This design comes from an exercise in tuning for small area, a short achievable clock period and few clock cycles per item on the open sky130 flow, not from production work.
The RTL was checked by simulation tests, not by an equivalence proof against the original design.

==> run B: inputs <==
## alu_decode_exec
module alu_decode_exec #(
    parameter int unsigned XLEN = 32
) (
    input  logic            clk,
    input  logic            reset,
    input  logic            in_valid,
    output logic            in_ready,
    input  logic [1:0]      ALUOp,
    input  logic [2:0]      funct3,
    input  logic [6:0]      funct7,
    input  logic [XLEN-1:0] a,
    input  logic [XLEN-1:0] b,
    output logic            out_valid,
    input  logic            out_ready,
    output logic [XLEN-1:0] result,
    output logic            zero,
    output logic            illegal,
    output logic            busy
);
Settings: LEC_CHECK=0, ABC_AREA=1, CAP_MARGIN=20, CORE_MARGIN=2, CORE_UTILIZATION=30, SLEW_MARGIN=20; clock period 12.0 ns.
standard.sh (not shown) runs the stock make flow with config.mk's settings and CLKGATE_MAP_FILE= SYNTH_SCRIPT=/design/flow/synth_recipe.tcl, a recipe that flattens the netlist after the stock synthesis.
==> flow/flow/run.sh <==
#!/bin/bash
set -euo pipefail
MARGIN=${MARGIN:-6.9}
bash standard.sh SETUP_SLACK_MARGIN=$MARGIN finish > standard_flow.log 2>&1
==> run C: changes against run B <==
--- a/flow/design.v
+++ b/flow/design.v
@@ -85,30 +85,32 @@
     logic [15:0]     bo_q, bn_q;             
     logic [15:0]     bt_q;                   
     logic            v2_q;                   
     logic [31:0]     x_q, y_q;
     logic            neg_q, cmp_q, sgn_q, ill_q;
     logic [1:0]      dph_q;                  
     logic [4:0]      dcnt_q;
     logic            dsb_q, drem_q, dneg_q;
-    logic            ov_q, oi_q;             
+    logic            ov_q, oz_q, oi_q;       
     logic [31:0]     or_q;
     logic            busy_q;
     assign out_valid = ov_q;
     assign result    = or_q;
-    assign zero      = (or_q == 32'd0);      
+    assign zero      = oz_q;
     assign illegal   = oi_q;
     assign busy      = busy_q;
     logic [31:0] sum;
     logic        cout, lt;
     logic [31:0] nres;
+    logic        nzero;
     add32 u_add (.x(x_q), .y(y_q ^ {32{neg_q}}), .ci(neg_q), .s(sum), .co(cout));
     assign lt    = (sgn_q && (x_q[31] != y_q[31])) ? x_q[31] : ~cout;
     assign nres  = cmp_q ? {31'd0, lt} : sum;
+    assign nzero = cmp_q ? ~lt : (sum == 32'd0);
     logic [31:0] ms, mc;
     mul_csa u_mul (.a(a1_q), .b_one(bo_q), .b_two(bt_q), .b_neg(bn_q), .s(ms), .c(mc));
     always_comb begin
         for (int i = 0; i < 16; i++) begin
             b1_q[2*i+1] = bn_q[i];
             b1_q[2*i]   = bo_q[i] ^ ((i > 0) ? bn_q[(i > 0) ? i - 1 : 0] : 1'b0);
         end
     end
@@ -203,30 +205,30 @@
             sh_fill = (k1_q == KSra) & a1_q[31];
         end
     end
     logic            v1_d, v2_d, ov_d, busy_d;
     logic [3:0]      k1_d;
     logic [1:0]      f1_d, dph_d;
     logic [31:0]     a1_d, x_d, y_d, or_d;
     logic [15:0]     bo_d, bn_d;
-    logic            neg_d, cmp_d, sgn_d, ill_d, oi_d;
+    logic            neg_d, cmp_d, sgn_d, ill_d, oz_d, oi_d;
     logic [4:0]      dcnt_d;
     logic            dsb_d, drem_d, dneg_d;
     logic            s1_leaves, load1;
     always_comb begin
         v1_d = v1_q; k1_d = k1_q; f1_d = f1_q; a1_d = a1_q;
         bo_d = bo_q; bn_d = bn_q;
         v2_d = v2_q; x_d = x_q; y_d = y_q; neg_d = neg_q; cmp_d = cmp_q; sgn_d = sgn_q;
         ill_d = ill_q;
         dph_d = dph_q; dcnt_d = dcnt_q; dsb_d = dsb_q; drem_d = drem_q; dneg_d = dneg_q;
-        ov_d = ov_q; or_d = or_q; oi_d = oi_q;
+        ov_d = ov_q; or_d = or_q; oz_d = oz_q; oi_d = oi_q;
         s1_leaves = 1'b0;
         if (o_free) begin
-            ov_d = v2_q; or_d = nres; oi_d = ill_q;
+            ov_d = v2_q; or_d = nres; oz_d = nzero; oi_d = ill_q;
             v2_d = 1'b0;
         end
         if (s1_go) begin
             s1_leaves = 1'b1;
             v2_d  = 1'b1;
             neg_d = 1'b0; cmp_d = 1'b0; sgn_d = 1'b0; ill_d = 1'b0;
             x_d   = 32'd0;
             y_d   = 32'd0;
@@ -324,17 +326,17 @@
     assign mul_go = s1_go & (k1_q == KMul);
     assign x_dm   = mul_go ? ms : x_d;
     assign y_dm   = mul_go ? mc : y_d;
     always_ff @(posedge clk) begin
         k1_q <= k1_d; f1_q <= f1_d; a1_q <= a1_d;
         bo_q <= bo_d; bn_q <= bn_d;
         x_q <= x_dm; y_q <= y_dm; neg_q <= neg_d; cmp_q <= cmp_d; sgn_q <= sgn_d; ill_q <= ill_d;
         dcnt_q <= dcnt_d; dsb_q <= dsb_d; drem_q <= drem_d; dneg_q <= dneg_d;
-        or_q <= or_d; oi_q <= oi_d;
+        or_q <= or_d; oz_q <= oz_d; oi_q <= oi_d;
     end
 endmodule
 module add32 (input logic [31:0] x, input logic [31:0] y, input logic ci, output logic [31:0] s, output logic co);
   logic [31:0] p, g;
   assign p = x ^ y;
   assign g = x & y;
   logic g0c; assign g0c = g[0] | (p[0] & ci);
   logic gg0; assign gg0 = g[1] | (p[1] & g0c);
- TNS_END_PERCENT: unset -> 0
==> run H: changes against run B <==
--- a/flow/design.v
+++ b/flow/design.v
@@ -77,55 +77,57 @@
                 endcase
             end
         endcase
     end
     logic            v1_q;                   
     logic [3:0]      k1_q;
     logic [1:0]      f1_q;                   
     logic [31:0]     a1_q, b1_q;
-    logic [15:0]     bo_q, bn_q;             
-    logic [15:0]     bt_q;                   
+    logic [15:0]     bo_q, bt_q, bn_q;       
     logic            v2_q;                   
     logic [31:0]     x_q, y_q;
     logic            neg_q, cmp_q, sgn_q, ill_q;
     logic [1:0]      dph_q;                  
     logic [4:0]      dcnt_q;
     logic            dsb_q, drem_q, dneg_q;
-    logic            ov_q, oi_q;             
+    logic            ov_q, oz_q, oi_q;       
     logic [31:0]     or_q;
     logic            busy_q;
     assign out_valid = ov_q;
     assign result    = or_q;
-    assign zero      = (or_q == 32'd0);      
+    assign zero      = oz_q;
     assign illegal   = oi_q;
     assign busy      = busy_q;
     logic [31:0] sum;
     logic        cout, lt;
     logic [31:0] nres;
+    logic        nzero;
     add32 u_add (.x(x_q), .y(y_q ^ {32{neg_q}}), .ci(neg_q), .s(sum), .co(cout));
     assign lt    = (sgn_q && (x_q[31] != y_q[31])) ? x_q[31] : ~cout;
     assign nres  = cmp_q ? {31'd0, lt} : sum;
+    assign nzero = cmp_q ? ~lt : (sum == 32'd0);
     logic [31:0] ms, mc;
     mul_csa u_mul (.a(a1_q), .b_one(bo_q), .b_two(bt_q), .b_neg(bn_q), .s(ms), .c(mc));
     always_comb begin
         for (int i = 0; i < 16; i++) begin
             b1_q[2*i+1] = bn_q[i];
             b1_q[2*i]   = bo_q[i] ^ ((i > 0) ? bn_q[(i > 0) ? i - 1 : 0] : 1'b0);
         end
     end
-    always_comb begin
-        for (int i = 0; i < 16; i++)
-            bt_q[i] = ~bo_q[i] & (bn_q[i] ^ ((i > 0) ? bn_q[(i > 0) ? i - 1 : 0] : 1'b0));
-    end
-    logic [15:0] bo_in, bn_in;
+    logic [15:0] bo_in, bt_in, bn_in;
     always_comb begin
         for (int i = 0; i < 16; i++) begin
-            bo_in[i] = b[2*i] ^ ((i > 0) ? b[(i > 0) ? 2*i-1 : 0] : 1'b0);
-            bn_in[i] = b[2*i+1];
+            logic b2, b1, b0;
+            b2 = b[2*i+1];
+            b1 = b[2*i];
+            b0 = (i > 0) ? b[(i > 0) ? 2*i-1 : 0] : 1'b0;
+            bo_in[i] = b1 ^ b0;
+            bt_in[i] = (b2 & ~b1 & ~b0) | (~b2 & b1 & b0);
+            bn_in[i] = b2;
         end
     end
     logic [31:0] sh_in, sh_rev, sh_r, sh_out;
     logic [32:0] sh_w;
     logic [4:0]  sh_amt;
     logic        sh_left, sh_fill;
     always_comb begin
         for (int i = 0; i < 32; i++) sh_rev[i] = a1_q[31-i];
@@ -202,31 +204,31 @@
             sh_left = (k1_q == KSll);
             sh_fill = (k1_q == KSra) & a1_q[31];
         end
     end
     logic            v1_d, v2_d, ov_d, busy_d;
     logic [3:0]      k1_d;
     logic [1:0]      f1_d, dph_d;
     logic [31:0]     a1_d, x_d, y_d, or_d;
-    logic [15:0]     bo_d, bn_d;
-    logic            neg_d, cmp_d, sgn_d, ill_d, oi_d;
+    logic [15:0]     bo_d, bt_d, bn_d;
+    logic            neg_d, cmp_d, sgn_d, ill_d, oz_d, oi_d;
     logic [4:0]      dcnt_d;
     logic            dsb_d, drem_d, dneg_d;
     logic            s1_leaves, load1;
     always_comb begin
         v1_d = v1_q; k1_d = k1_q; f1_d = f1_q; a1_d = a1_q;
-        bo_d = bo_q; bn_d = bn_q;
+        bo_d = bo_q; bt_d = bt_q; bn_d = bn_q;
         v2_d = v2_q; x_d = x_q; y_d = y_q; neg_d = neg_q; cmp_d = cmp_q; sgn_d = sgn_q;
         ill_d = ill_q;
         dph_d = dph_q; dcnt_d = dcnt_q; dsb_d = dsb_q; drem_d = drem_q; dneg_d = dneg_q;
-        ov_d = ov_q; or_d = or_q; oi_d = oi_q;
+        ov_d = ov_q; or_d = or_q; oz_d = oz_q; oi_d = oi_q;
         s1_leaves = 1'b0;
         if (o_free) begin
-            ov_d = v2_q; or_d = nres; oi_d = ill_q;
+            ov_d = v2_q; or_d = nres; oz_d = nzero; oi_d = ill_q;
             v2_d = 1'b0;
         end
         if (s1_go) begin
             s1_leaves = 1'b1;
             v2_d  = 1'b1;
             neg_d = 1'b0; cmp_d = 1'b0; sgn_d = 1'b0; ill_d = 1'b0;
             x_d   = 32'd0;
             y_d   = 32'd0;
@@ -286,16 +288,17 @@
         if (load1) begin
             v1_d = 1'b1;
             k1_d = kin;
             f1_d = funct3[1:0];
         end
         if (s1_take) begin
             a1_d = a;
             bo_d = bo_in;
+            bt_d = bt_in;
             bn_d = bn_in;
         end
         busy_d = (dph_d != 2'd0);
     end
     logic rdy_base_d, rdy_cond_d, s1n_norm;
     assign s1n_norm   = v1_d & (k1_d != KDiv);
     assign rdy_cond_d = s1n_norm;
     assign rdy_base_d = ~v1_d | ((dph_d == 2'd2) & (dcnt_d == 5'd0))
@@ -321,20 +324,20 @@
     end
     logic        mul_go;
     logic [31:0] x_dm, y_dm;
     assign mul_go = s1_go & (k1_q == KMul);
     assign x_dm   = mul_go ? ms : x_d;
     assign y_dm   = mul_go ? mc : y_d;
     always_ff @(posedge clk) begin
         k1_q <= k1_d; f1_q <= f1_d; a1_q <= a1_d;
-        bo_q <= bo_d; bn_q <= bn_d;
+        bo_q <= bo_d; bt_q <= bt_d; bn_q <= bn_d;
         x_q <= x_dm; y_q <= y_dm; neg_q <= neg_d; cmp_q <= cmp_d; sgn_q <= sgn_d; ill_q <= ill_d;
         dcnt_q <= dcnt_d; dsb_q <= dsb_d; drem_q <= drem_d; dneg_q <= dneg_d;
-        or_q <= or_d; oi_q <= oi_d;
+        or_q <= or_d; oz_q <= oz_d; oi_q <= oi_d;
     end
 endmodule
 module add32 (input logic [31:0] x, input logic [31:0] y, input logic ci, output logic [31:0] s, output logic co);
   logic [31:0] p, g;
   assign p = x ^ y;
   assign g = x & y;
   logic g0c; assign g0c = g[0] | (p[0] & ci);
   logic gg0; assign gg0 = g[1] | (p[1] & g0c);
- TNS_END_PERCENT: unset -> 0
==> comparison <==
- The highest first-iteration DRC count belongs to run C, the lowest to run H.
- In run C the count of clock-buffer cells in the layout is lower than in run H, by 10.
- Wire length, lowest first: run C, run H, run B.
- The highest via count belongs to run B, the lowest to run C.
- The highest worst setup slack belongs to run H, the lowest to run C.
- The highest sequential share of layout area belongs to run H, the lowest to run B.
- Of run C and run B, run B has the higher synthesized cell count (gap 6.7%, measured against run B).
- Global-route usage: run H is lower than run C (0.36 points).
- Of run B and run H, run H has the higher clock skew (gap 0.047 ns).
==> figures <==
metric                                                     run B       run H              run C
Result of the run               no timing/DRC/antenna violations  no timing/DRC/antenna violations  no timing/DRC/antenna violations
Area used by multi-input combinational logic           23320 um2   22120 um2          21630 um2
Fraction of standard cell area in multi-input logic       61.60%      59.98%             62.09%
Initial antenna violation count                                7           6                  7
Critical path depth in cells                                  13           3                 20
Number of gates given a new drive strength after cts         200         144                192
Number of inserted filler cells in the final layout        10581       10510              10110
Kind of end point of the critical path                 flip-flop  output pin          flip-flop
Min Hold Slack                                         0.5008 ns   0.4179 ns          0.4809 ns
Multiplexer share of the synthesized area                0.1842%     0.7415%            0.1937%
Critical path startpoint                               out_ready   out_ready  bo_q[0]$_DFFE_PN_
Slowest stage cell, crit path                              buf_4      a21o_1           edfxtp_1
Clock Network Area Fraction                               1.610%      2.547%             1.738%
Initial Utilization                                       30.13%      30.28%             30.19%
Number of levels the H-tree was split into                     4           1                  4
Testbench counts of run B, summed over its fixed seeds: cycles 19,910, items 16,000.
Testbench counts of run C, summed over its fixed seeds: cycles 19,910, items 16,000.
Testbench counts of run H, summed over its fixed seeds: cycles 19,910, items 16,000.

==> afterwards: timing with drivers on the ports <==
How much do the figures lean on ideal ports? The routed layouts below were timed once more, with nothing changed but the port constraints.
Step 1, drivers: a clkbuf_16 drives clk and a buf_2 each remaining input, both assumed.
Step 2 also shifts input and output timing later by t, the mid clock arrival at the registers, as if the neighbouring blocks saw the same clock.
Three values: ideal ports, drivers, drivers and shift; two values: the first two.
| run | t, ns | slack for setup (ns) | pins driven straight from the clock port |
|---|---|---|---|
| run B | 0.587 | 6.790 / 6.765 / 6.242 | 1 |
| run C | 0.582 | 6.746 / 6.746 / 6.259 | 1 |
| run H | 0.668 | 6.809 / 6.790 / 6.319 | 1 |
After both steps setup and hold are still met in every run listed. For run B, which loses most, drivers alone change the setup slack by -0.025 ns; drivers and shift together by -0.548 ns.
